Context: an optimization exercise on an open-source flow, tuned for small area, a short achievable clock period and few clock cycles. The choices shown serve that exercise and are no tape-out recipe.
Function was checked by simulation only, so behaviour that the tests miss may differ from the original.

north:
==> flow/design.v (excerpt) <==
module lms_weight_top (
    input  logic                     clk,
    input  logic                     rstn,
    input  logic                     req_valid,
    input  lms_pkg::tap_t            req_tap,
    input  lms_pkg::sample_t         req_err,
    input  lms_pkg::sample_t         req_ref,
    input  logic [32-1:0]  req_power,
    input  lms_pkg::tap_t            rd_tap,
    output logic                     credit_return,
    output logic                     upd_done,
    output lms_pkg::tap_t            upd_tap,
    output lms_pkg::weight_t         rd_weight
);
Size: about 4400 cells after synthesis, ~1000 flip-flops, roughly 96 I/O pins.
==> flow/config.mk <==
export PLATFORM = sky130hd
export DESIGN_NAME = lms_weight_top
export DESIGN_NICKNAME = lms_weight_top
export VERILOG_FILES = /design/flow/design.v
export SDC_FILE = /design/flow/constraint.sdc
export NUM_CORES = 4
export LEC_CHECK = 0
export CAP_MARGIN = 20
export CORE_MARGIN = 2
export CORE_UTILIZATION = 40
export SETUP_SLACK_MARGIN = 5
export SLEW_MARGIN = 20
==> flow/constraint.sdc <==
create_clock -name core_clock -period 10.0 [get_ports {clk}]
set_input_delay 2.0000 -clock core_clock [delete_from_list [all_inputs] [get_ports {clk}]]
set_output_delay 2.0000 -clock core_clock [all_outputs]
set_load 0.01 [all_outputs]
standard.sh (not shown) runs the stock make flow with config.mk's settings and CLKGATE_MAP_FILE= SYNTH_SCRIPT=/design/flow/synth_recipe.tcl, a recipe that flattens the netlist after the stock synthesis.
==> flow/flow/run.sh <==
#!/bin/bash
set -euo pipefail
sed 's/SETUP_SLACK_MARGIN=[0-9.]*/SETUP_SLACK_MARGIN=6.5/' standard.sh > standard_margin.sh
grep -q 'SETUP_SLACK_MARGIN=6.5' standard_margin.sh
bash standard_margin.sh > standard_run.log 2>&1
Testbench counts of north, summed over its fixed seeds: cycles 4,328.
What south does differently from north at the input level:
==> flow/flow/run.sh <==
#!/bin/bash
set -euo pipefail
sed 's/SETUP_SLACK_MARGIN=[0-9.]*/SETUP_SLACK_MARGIN=5.8/' standard.sh > standard_margin.sh
grep -q 'SETUP_SLACK_MARGIN=5.8' standard_margin.sh
bash standard_margin.sh > standard_run.log 2>&1
==> run summary <==
- From north to south the numbers moved as follows: via count shows a reduction of about 3.4%; final period demand of the worst path increased by 5.3 ps relative to the old numbers; depth of the worst register-to-register path climbed 9.
- south vs north: critical path depth up
- Status: proportion of cell area occupied by multi-input gates parity (south, north)
- Compared with north, south shows a higher sequential share of layout area.
The inputs of east differ from those of south as listed below.
Settings: CORE_UTILIZATION: 40 -> 50; CTS_CLUSTER_SIZE: unset -> 30; CTS_BUF_LIST: unset -> sky130_fd_sc_hd__clkbuf_8.
Results
The top routing layer in use comes out met5 in one run and met4 in the other, namely in east and south respectively.
Between east and south, the area of the multi-input gates figures differ only marginally.
Status: post-route worst hold slack parity (south, east)
Looking at width of the chip, east sits below south.
[inputs] west vs east
Settings: CTS_CLUSTER_SIZE removed (was 30); CORE_UTILIZATION changed from 50 to 40; CTS_BUF_LIST removed (was sky130_fd_sc_hd__clkbuf_8).
==> flow/flow/run.sh <==
#!/bin/bash
set -euo pipefail
sed 's/SETUP_SLACK_MARGIN=[0-9.]*/SETUP_SLACK_MARGIN=6.2/' standard.sh > standard_margin.sh
grep -q 'SETUP_SLACK_MARGIN=6.2' standard_margin.sh
bash standard_margin.sh > standard_run.log 2>&1
--- outcome ---
Looking at the reports, west completed the entire flow and the layout it produced met the timing, design-rule and antenna checks.
west — utilization 9.6 points lower, east as reference
Looking at initial standard-cell utilization of the core across west and east, the one that comes out lower is west.
Global routing's busiest layer: met1 -> east, met2 -> west
west vs. east: time the worst path needs with I/O delays and setup went down, count of antenna diodes in the layout went down.
Delta (west minus east): cell area after layout shows an increase of about 4%, cell depth of the worst setup path shows a reduction of 1, non-clock inverter count in the final layout shows an increase of 1.


== build 75 ==
lms_weight_top again, from the RTL that the note above started with.
## lms_weight_top
module lms_weight_top (
    input  logic                     clk,
    input  logic                     rstn,
    input  logic                     req_valid,
    input  lms_pkg::tap_t            req_tap,
    input  lms_pkg::sample_t         req_err,
    input  lms_pkg::sample_t         req_ref,
    input  logic [32-1:0]  req_power,
    input  lms_pkg::tap_t            rd_tap,
    output logic                     credit_return,
    output logic                     upd_done,
    output lms_pkg::tap_t            upd_tap,
    output lms_pkg::weight_t         rd_weight
);
Settings: LEC_CHECK=0, CAP_MARGIN=20, CORE_MARGIN=2, CORE_UTILIZATION=40, CTS_BUF_LIST=sky130_fd_sc_hd__clkbuf_8, SETUP_SLACK_MARGIN=5, SLEW_MARGIN=20; clock period 10.0 ns.
==> flow/flow/run.sh <==
#!/bin/bash
set -euo pipefail
sed 's/SETUP_SLACK_MARGIN=[0-9.]*/SETUP_SLACK_MARGIN=5.8/' standard.sh > standard_margin.sh
grep -q 'SETUP_SLACK_MARGIN=5.8' standard_margin.sh
bash standard_margin.sh > standard_run.log 2>&1
Testbench counts of build 75, summed over its fixed seeds: cycles 4,328.
What trial 48 does differently from build 75 at the input level:
Settings: CTS_BUF_LIST: sky130_fd_sc_hd__clkbuf_8 -> unset.
==> flow/flow/run.sh <==
#!/bin/bash
set -euo pipefail
sed 's/SETUP_SLACK_MARGIN=[0-9.]*/SETUP_SLACK_MARGIN=7.0/' standard.sh > standard_margin.sh
grep -q 'SETUP_SLACK_MARGIN=7.0' standard_margin.sh
bash standard_margin.sh > standard_run.log 2>&1
Results
The run with more routed wire is trial 48, not build 75.
Core utilization: trial 48 higher than build 75
Weighted congestion at the end of routability-driven global placement in trial 48 is about 2.6% below build 75.
Comparing part of the cycle the worst path needs for trial 48 and build 75, the bigger number came from build 75.
In trial 48 relative to build 75, multi-input combinational cell area had gone up by a little under 10%.
When trial 48 is set beside build 75, its critical-path maximum fanout turns out to be 1 larger.
Trial 48: all stages complete, timing, DRC and antenna checks passed
Build 75 → trial 48: sum of routed wire segments on met1 increased by about 10% relative to the old numbers, cell area up 10%.

-- re-timing with driven ports --
The results above use ideal ports. As a check the final layouts listed here were re-extracted and re-timed, cells and wires unchanged.
Step 1 assumes that a clkbuf_16 drives the clock port and a buf_2 every other input.
Step 2 moves the port delays by t, midway between the first and last clock arrival at a register: inputs arrive t later, outputs are due t later. That takes back most of the time a late clock gives input paths.
a / b / c = ideal ports / drivers / drivers and shift; a / b = the first two.
run | shift t [ns] | setup WS [ns] | worst register clock-pin slew, ns | cell pins on the clock port's net
north | 0.814 | 5.807 / 5.807 / 5.658 | 0.06 / 0.06 | 1
south | 0.805 | 5.801 / 5.801 / 5.228 | 0.07 / 0.07 | 1
east | 0.933 | 5.699 / 5.699 / 4.945 | 0.07 / 0.07 | 1
west | 0.788 | 5.909 / 5.909 / 5.483 | 0.08 / 0.08 | 1
build 75 | 0.948 | 5.760 / 5.760 / 5.023 | 0.07 / 0.07 | 1
trial 48 | 0.812 | 5.897 / 5.897 / 5.749 | 0.06 / 0.06 | 1
After both steps every run listed still meets setup and hold. For east, which loses most, drivers alone change the setup slack by 0.000 ns; drivers and shift together by -0.754 ns.
